Background: an optimization exercise with open tools, aiming at small area and a short achievable clock period. Do not read the settings as production practice.
Function was checked by simulation only, so behaviour that the tests miss may differ from the original.
Power figures rest on the tool's default switching activity, not on a simulated workload.

## flow/design.v (module list and top-level ports; edited modules follow where they fit)
// module apbRegs: 58 lines
// module countdownTimer: 44 lines
// module digitGlyph: 33 lines
// module sceneHitTest: 89 lines
// module barrelHits: 602 lines
// module radiusSquare: 109 lines
// module absDiff10: 49 lines
// module fullAdder: 10 lines
// module halfAdder: 9 lines
// module pixelMixer: 13 lines
// module donkeyScreen: 51 lines
module donkeyScreen #(
    parameter int TimerStart      = 6059,
    parameter int FramesPerSecond = 60
) (
    input  logic                  frame_clk,
    input  logic                  reset,
    input  logic                  PSEL,
    input  logic                  PENABLE,
    input  logic                  PWRITE,
    input  logic [7:0]            PADDR,
    input  logic [15:0]           PWDATA,
    output logic [15:0]           PRDATA,
    output logic                  PREADY,
    output logic                  PSLVERR,
    input  logic                  frameStart,
    input  spritePkg::coordT      drawX,
    input  spritePkg::coordT      drawY,
    output spritePkg::colorT      rgb,
    output spritePkg::frameCountT timeLeft
);
  // ...
==> flow/flow/run.sh <==
#!/bin/bash
# The standard layout, with plain buffers on the ports instead of the delay cells
# that port buffering picks by default; each tool's output goes to its own log under orfs/logs
set -euo pipefail
bash standard.sh finish BUFFER_PORTS_ARGS="-buffer_cell sky130_fd_sc_hd__buf_2" > make_finish.log 2>&1
==> flow/standard.sh <==
#!/bin/bash
# synth_recipe.tcl (not shown) runs the flow's synth.tcl, then flattens the netlist and writes it again
# the make line also repeats each setting of config.mk as NAME=value (left out here)
make -C /OpenROAD-flow-scripts/flow DESIGN_CONFIG=/design/flow/config.mk WORK_HOME=/design/flow/orfs CLKGATE_MAP_FILE= SYNTH_SCRIPT=/design/flow/synth_recipe.tcl "${@:-finish}"
==> flow/config.mk <==
export PLATFORM = sky130hd
export DESIGN_NAME = donkeyScreen
export DESIGN_NICKNAME = donkeyScreen
export VERILOG_FILES = /design/flow/design.v
export SDC_FILE = /design/flow/constraint.sdc
export NUM_CORES = 4
export LEC_CHECK = 0
export CAP_MARGIN = 20
export CORE_MARGIN = 2
export CORE_UTILIZATION = 40
export SLEW_MARGIN = 20
export SYNTH_HIERARCHICAL = 1
export SYNTH_MINIMUM_KEEP_SIZE = 0
==> flow/constraint.sdc <==
create_clock -name core_clock -period 14.0 [get_ports {frame_clk}]
set_input_delay 2.8000 -clock core_clock [delete_from_list [all_inputs] [get_ports {frame_clk}]]
set_output_delay 2.8000 -clock core_clock [all_outputs]
set_load 0.01 [all_outputs]
==> metrics.log, run 1 <==
INFO  metric mappedNetlistArea = 16900 sq um
INFO  metric io-pin-count = 96
INFO  metric final_max_slew_viol_count = 0
INFO  metric timing.rr.end = hitTest.code[0]
INFO  metric post_synth_and_or_nand_nor_area_fraction = 0.176
INFO  metric min_delay_path_depth = 1
INFO  metric globalplace.congestion = 0.883
INFO  metric fill_cells = 4048
INFO  metric grt_first_pass_wirelength = 66.1 mm
INFO  metric die-area = 44000 sq um
INFO  metric number_of_buffers_added_for_setup_after_cts = 0
INFO  metric synthCells = 1632
INFO  metric min_to = hitTest.code[0]
INFO  metric detailed_routed_wire_length_on_met2 = 19.9 mm
INFO  metric powerDensity = 152 nW/um^2
INFO  metric clockPowerShare = 0.176
INFO  metric avgSynthCellArea = 10.4 sq um
INFO  metric most-common-layout-cells = 225 x and2_1, 215 x fa_1, 144 x ha_1
INFO  metric vias_per_cell = 5.34
INFO  metric routed_wirelength = 40.0 mm
INFO  metric crit_buf_inv = 2
INFO  metric antenna_cells_inserted = 0
INFO  metric dp_slack = 6.94 ns
INFO  metric max_cap_viol_count = 0
INFO  metric m3_gr_usage = 0.0159
INFO  metric status = complete, no violations
INFO  metric r2r.worst_path.cells = 14
INFO  metric fmaxAchievable = 140 MHz
INFO  metric drt-initial-drc-count = 628
INFO  metric layout.area.seq = 3350 sq um
INFO  metric max-slew-margin-rel = 0.422
INFO  metric synth_top_area_frac = 0.254
INFO  metric final_core_utilization = 0.428
INFO  metric route.top_layer_used = met4
INFO  metric timing.critical_path.max_delay_family = simple AND/OR/NAND/NOR gates
INFO  metric max_flop_register = hitTest.radSqN
INFO  metric top_area_cell_class = multi-input gates
INFO  metric n_all_buffers = 82
INFO  metric layout.clock_buffers = 19
INFO  metric standard_cell_core_area = 41900 sq um
INFO  metric nets = 2051
==> run 2, diff against run 1 <==
==> flow/flow/run.sh (replaced) <==
#!/bin/bash
# The standard layout, with plain buffers on the ports instead of the delay cells
# that port buffering picks by default, and timing repair aimed at a shorter period than
# the clock (the margin); make's output goes to make_finish.log, each tool's to orfs/logs
set -euo pipefail
bash standard.sh finish BUFFER_PORTS_ARGS="-buffer_cell sky130_fd_sc_hd__buf_2" SETUP_SLACK_MARGIN=8 > make_finish.log 2>&1
==> run 2 against run 1 <==
Still clean on timing, DRC and antenna. Clock skew decreased by 0.0023 ns. Clock-buffer cell count decreased by 2. Sequential share of layout area decreased by 0.55 points. Largest power group unchanged. Highest routed layer unchanged.
==> metrics.log, run 2 <==
INFO  metric routed_wirelength = 40.6 mm (was 40.0 mm)
INFO  metric avgSynthCellArea = 10.4 sq um (unchanged)
INFO  metric synth_top_area_frac = 0.254 (unchanged)
INFO  metric root_buffer = clkbuf_16 (unchanged)
INFO  metric status = complete, no violations (unchanged)
INFO  metric standard_cell_core_area = 41900 sq um (unchanged)
INFO  metric synth_async_sr_flop_share = 0.583 (unchanged)
INFO  metric synth-edff-count = 0 (unchanged)
INFO  metric top_regs = hitTest.radSqN x20, timer.count x13 (unchanged)
INFO  metric layout-drive-gt1-share = 0.188 (was 0.161)
INFO  metric placement.io_buffers = 79 (unchanged)
INFO  metric mappedNetlistArea = 16900 sq um (unchanged)
INFO  metric rows = 75 (unchanged)
INFO  metric dp_hpwl = 32.1 mm (was 32.4 mm)
INFO  metric max_flop_register = hitTest.radSqN (unchanged)
INFO  metric die-area = 44000 sq um (unchanged)
INFO  metric clk-insertion-delay-late = 0.44 ns (about the same)
INFO  metric final_core_utilization = 0.441 (was 0.428)
INFO  metric final-setup-viol-count = 0 (unchanged)
INFO  metric dp_slack = 6.78 ns (was 6.94 ns)
INFO  metric path_cells = buf_16 -> mux2_4 -> a221oi_4 -> nor2_1 -> buf_2 (was buf_2 -> nor3b_1 -> nand2_1 -> a21oi_1 -> buf_2)
INFO  metric tritoncts = built (unchanged)
INFO  metric most-common-layout-cells = 225 x and2_1, 215 x fa_1, 144 x ha_1 (unchanged)
INFO  metric ws_path_type = in -> out (unchanged)
INFO  metric initial_standard_cell_utilization_of_the_core = 0.404 (unchanged)
INFO  metric pin_count_of_the_biggest_net_entering_global_routing = 52 (unchanged)
INFO  metric synth-seq-area-share = 0.198 (unchanged)
INFO  metric final_max_slew_viol_count = 0 (unchanged)
INFO  metric clock_sink_count = 144 (unchanged)
INFO  metric number_of_global_route_vias_before_repair = 12300 (about the same)
INFO  metric synth.lib_cells_used.distinct = 93 (unchanged)
INFO  metric rsz_0062_raised_after_global_routing = true (was false)
INFO  metric grt_first_pass_wirelength = 66.7 mm (was 66.1 mm)
INFO  metric yosysTopAreaCell = fa_1 (unchanged)
INFO  metric max-slew-margin-rel = 0.410 (was 0.422)
INFO  metric worst_path_slowest_cell = mux2_4 (was nor3b_1)
INFO  metric powerDensity = 147 nW/um^2 (was 152 nW/um^2)
INFO  metric worst_slew_pin_slew = 0.885 ns (was 0.857 ns)
INFO  metric fin_ws = 7.46 ns (was 6.88 ns)
INFO  metric finalSetupTns = 0 ns (unchanged)
INFO  metric io-pin-count = 96 (unchanged)
INFO  metric cpPeakStageDelay = 0.31 ns (was 0.69 ns)
INFO  metric largest_reg_flops = 20 (unchanged)
INFO  metric synthTopCellsByCount = 225 x and2_1, 215 x fa_1, 144 x ha_1 (unchanged)
INFO  metric numPlacedInstances = 2161 (was 2162)
INFO  metric nets = 2069 (was 2051)
INFO  metric grt_overflow = 0 (unchanged)
INFO  metric postRouteAntennaNets = 0 (unchanged)
INFO  metric crit_path_max_fanout = 6 (was 21)
INFO  metric die_height = 210 microns (unchanged)
INFO  metric post-synth-top-count-cell = and2_1 (unchanged)
INFO  metric dr_total_vias = 11800 (was 11700)
INFO  metric routedWlPerCell = 18.4 microns (was 18.2 microns)
INFO  metric clkSlewWorstSetupHoldPaths = 0.07 ns (about the same)
INFO  metric tightest_hold_check_type = reg -> reg (unchanged)
INFO  metric fill_cells = 3918 (was 4048)
INFO  metric clock_skew = 0.00886 ns (was 0.0111 ns)
INFO  metric max_cap_viol_count = 0 (unchanged)
INFO  metric crit_buf_inv = 2 (unchanged)
INFO  metric htree_num_levels = 4 (unchanged)
INFO  metric fmaxAchievable = 153 MHz (was 140 MHz)
INFO  metric yosys-top-cells-area = fa_1 25%, ha_1 11%, and2_1 8.3% (unchanged)
INFO  metric irDropWorstVdd = 123 uV (was 121 uV)
INFO  metric globalplace.congestion = 0.865 (was 0.883)
INFO  metric setup_crit_end_kind = output pin (unchanged)
INFO  metric total_clock_buffers_created_by_cts = 17 (unchanged)
INFO  metric timing.critical_path.max_delay_family = multiplexers (was simple AND/OR/NAND/NOR gates)
INFO  metric finalCritPeriodShare = 0.467 (was 0.509)
INFO  metric die_width = 210 microns (unchanged)
INFO  metric worstPathRequired = 11.20 ns (about the same)
INFO  metric route.detailed.drc = 0 (unchanged)
INFO  metric vias_per_cell = 5.31 (was 5.34)
INFO  metric start_kind = input port (unchanged)
INFO  metric power_leakage = 8.14 nW (was 7.91 nW)
INFO  metric drt-pass1-iter-count = 5 (unchanged)
INFO  metric hold_viol = 0 (unchanged)
INFO  metric synthCells = 1632 (unchanged)
INFO  metric grt_util_all_layers = 0.193 (was 0.191)
INFO  metric ys_seq_elements = 144 (unchanged)
INFO  metric drt-initial-drc-count = 622 (was 628)
INFO  metric post-route-min-period = 6.54 ns (was 7.12 ns)
INFO  metric area.growth.synth_to_final = 9.17% (was 5.94%)
INFO  metric antenna_found_initial = 0 (unchanged)
INFO  metric cts.path.max_buffers = 2 (unchanged)
INFO  metric arrival_time_of_the_worst_setup_path = 3.74 ns (was 4.32 ns)
INFO  metric ys_dominant_reg_cell = dfxtp_1 (unchanged)
INFO  metric most_common_cell_after_layout_fill_and_taps_aside = and2_1 (unchanged)
INFO  metric yosys_warnings = 10 (unchanged)
INFO  metric antenna_cells_inserted = 0 (unchanged)
INFO  metric final_cells = 2212 (was 2194)
run 2: cell counts after synthesis:
Identical to the previous run, type by type.
run 2: layout make-up:
cell class                 count  area (sq um)  area share
clock inverter                15           173     0.00935
tap                          539           674      0.0365
timing repair buffer         100           766      0.0414
multi-input combinational   1281         12600       0.685
sequential                   144          3350       0.181
inverter                     116           437      0.0236
clock buffer                  17           425      0.0230
run 2: logic make-up after synthesis:
logic type / Yosys count / synth area share
AO/OA/AOI/OAI: 254 / 0.110
XOR/XNOR: 47 / 0.0243
adder cells (fa/ha/maj): 359 / 0.361
buffers and inverters: 214 / 0.0689
flip-flops: 144 / 0.198
multiplexers: 94 / 0.0608
other: 5 / 0.00111
AND/OR/NAND/NOR: 515 / 0.176
run 2: stage by stage:
| step | hold slack (ns) | area, sq um | total power, mW |
|---|---|---|---|
| after floorplan | 0.426 | 17100 | 1.89 |
| after global placement | 0.444 | 17400 | 2.22 |
| after detailed placement | 0.441 | 17400 | 2.27 |
| after CTS | 0.456 | 18400 | 2.77 |
| after global routing | 0.493 | 18500 | 3.07 |
| final | 0.452 | 18500 | 2.72 |
run 2: timing repair:
| action | in CTS | in global routing |
|---|---|---|
| setup endpoints to repair | 11 | 11 |
| hold buffers | 0 | 0 |
| buffers inserted | 14 | 0 |
| hold endpoints to repair | 0 | 0 |
| gates resized for setup | 55 | 5 |
| cloned | 4 | 1 |
| pin swaps | 19 | 4 |
run 2: path summary, 6_finish.rpt:
check                                       start                to  slack (ns)  cells after the start
worst min register to register   hitTest.digitHit   hitTest.code[0]        0.45                      1
min in group asynchronous                   reset  hitTest.digitHit        2.33                      2
worst min-delay path             hitTest.digitHit   hitTest.code[0]        0.45                      1
worst max-delay path                     PADDR[3]         PRDATA[9]        7.46                      5
worst max register to register  hitTest.dist0X[7]   hitTest.code[0]        9.27                     13
max in group asynchronous                   reset  regs.barrel0Y[6]       10.89                      2
run 2: layer usage:
metal,part of all wire,global-route usage,vias up
met5,0,0,-
met4,0.025,0.0580,0
met3,0.032,0.0274,53
met2,0.48,0.328,191
met1,0.46,0.257,5895
li1,-,-,5614
run 2: power breakdown:
part | internal [mW] | leakage (nW) | switching, mW
registers | 0.476 | 1.51 | 0.0987
clock network | 0.268 | 0.284 | 0.203
logic | 0.785 | 6.34 | 0.894
total | 1.53 | 8.14 | 1.20
run 2: modules after synthesis, one instance, submodules excluded, excerpt:
| module | area (sq um) | cells | times used |
|---|---|---|---|
| apbRegs | 2540 | 192 | 1 |
| sceneHitTest | 1930 | 167 | 1 |
| barrelHits | 1920 | 278 | 1 |
| countdownTimer | 1770 | 185 | 1 |
| radiusSquare | 1080 | 155 | 1 |
| absDiff10 | 707 | 90 | 4 |
| digitGlyph | 342 | 48 | 1 |
| pixelMixer | 126 | 17 | 1 |
| fullAdder | 20.0 | 1 | 199 |
| halfAdder | 12.5 | 1 | 31 |
run 2: worst register-to-register path: stages, from the launching register on:
cell       delay (ns)
dfxtp_1          0.62
and2_1           0.22
fa_1             0.43
fa_1             0.46
fa_1             0.42
fa_1             0.51
fa_1             0.42
ha_1             0.31
nand4_1          0.13
nor4_1           0.47
o21ai_0          0.21
o2bb2ai_1        0.23
nand2_1          0.11
o21ai_0          0.08

==> static timing again, ports no longer ideal <==
How much do the figures lean on ideal ports? The routed layouts below were timed once more, with nothing changed but the port constraints.
Step 1: set_driving_cell puts a clkbuf_16 on frame_clk and a buf_2 on each other input, an assumption about the parent block.
Step 2 moves the port delays by t, midway between the first and last clock arrival at a register: inputs arrive t later, outputs are due t later. That takes back most of the time a late clock gives input paths.
a / b / c = ideal ports / drivers / drivers and shift; a / b = the first two.
run	t (ns)	setup WS [ns]	worst setup path after step 2	clock arrival spread, ns
run 1	0.479	6.878 / 6.854 / 6.854	input to output	0.012 / 0.011
run 2	0.490	7.463 / 7.236 / 7.236	input to output	0.012 / 0.012
After both steps setup and hold are still met in every run listed. For run 2, which loses most, drivers alone change the setup slack by -0.227 ns; drivers and shift together by -0.227 ns.
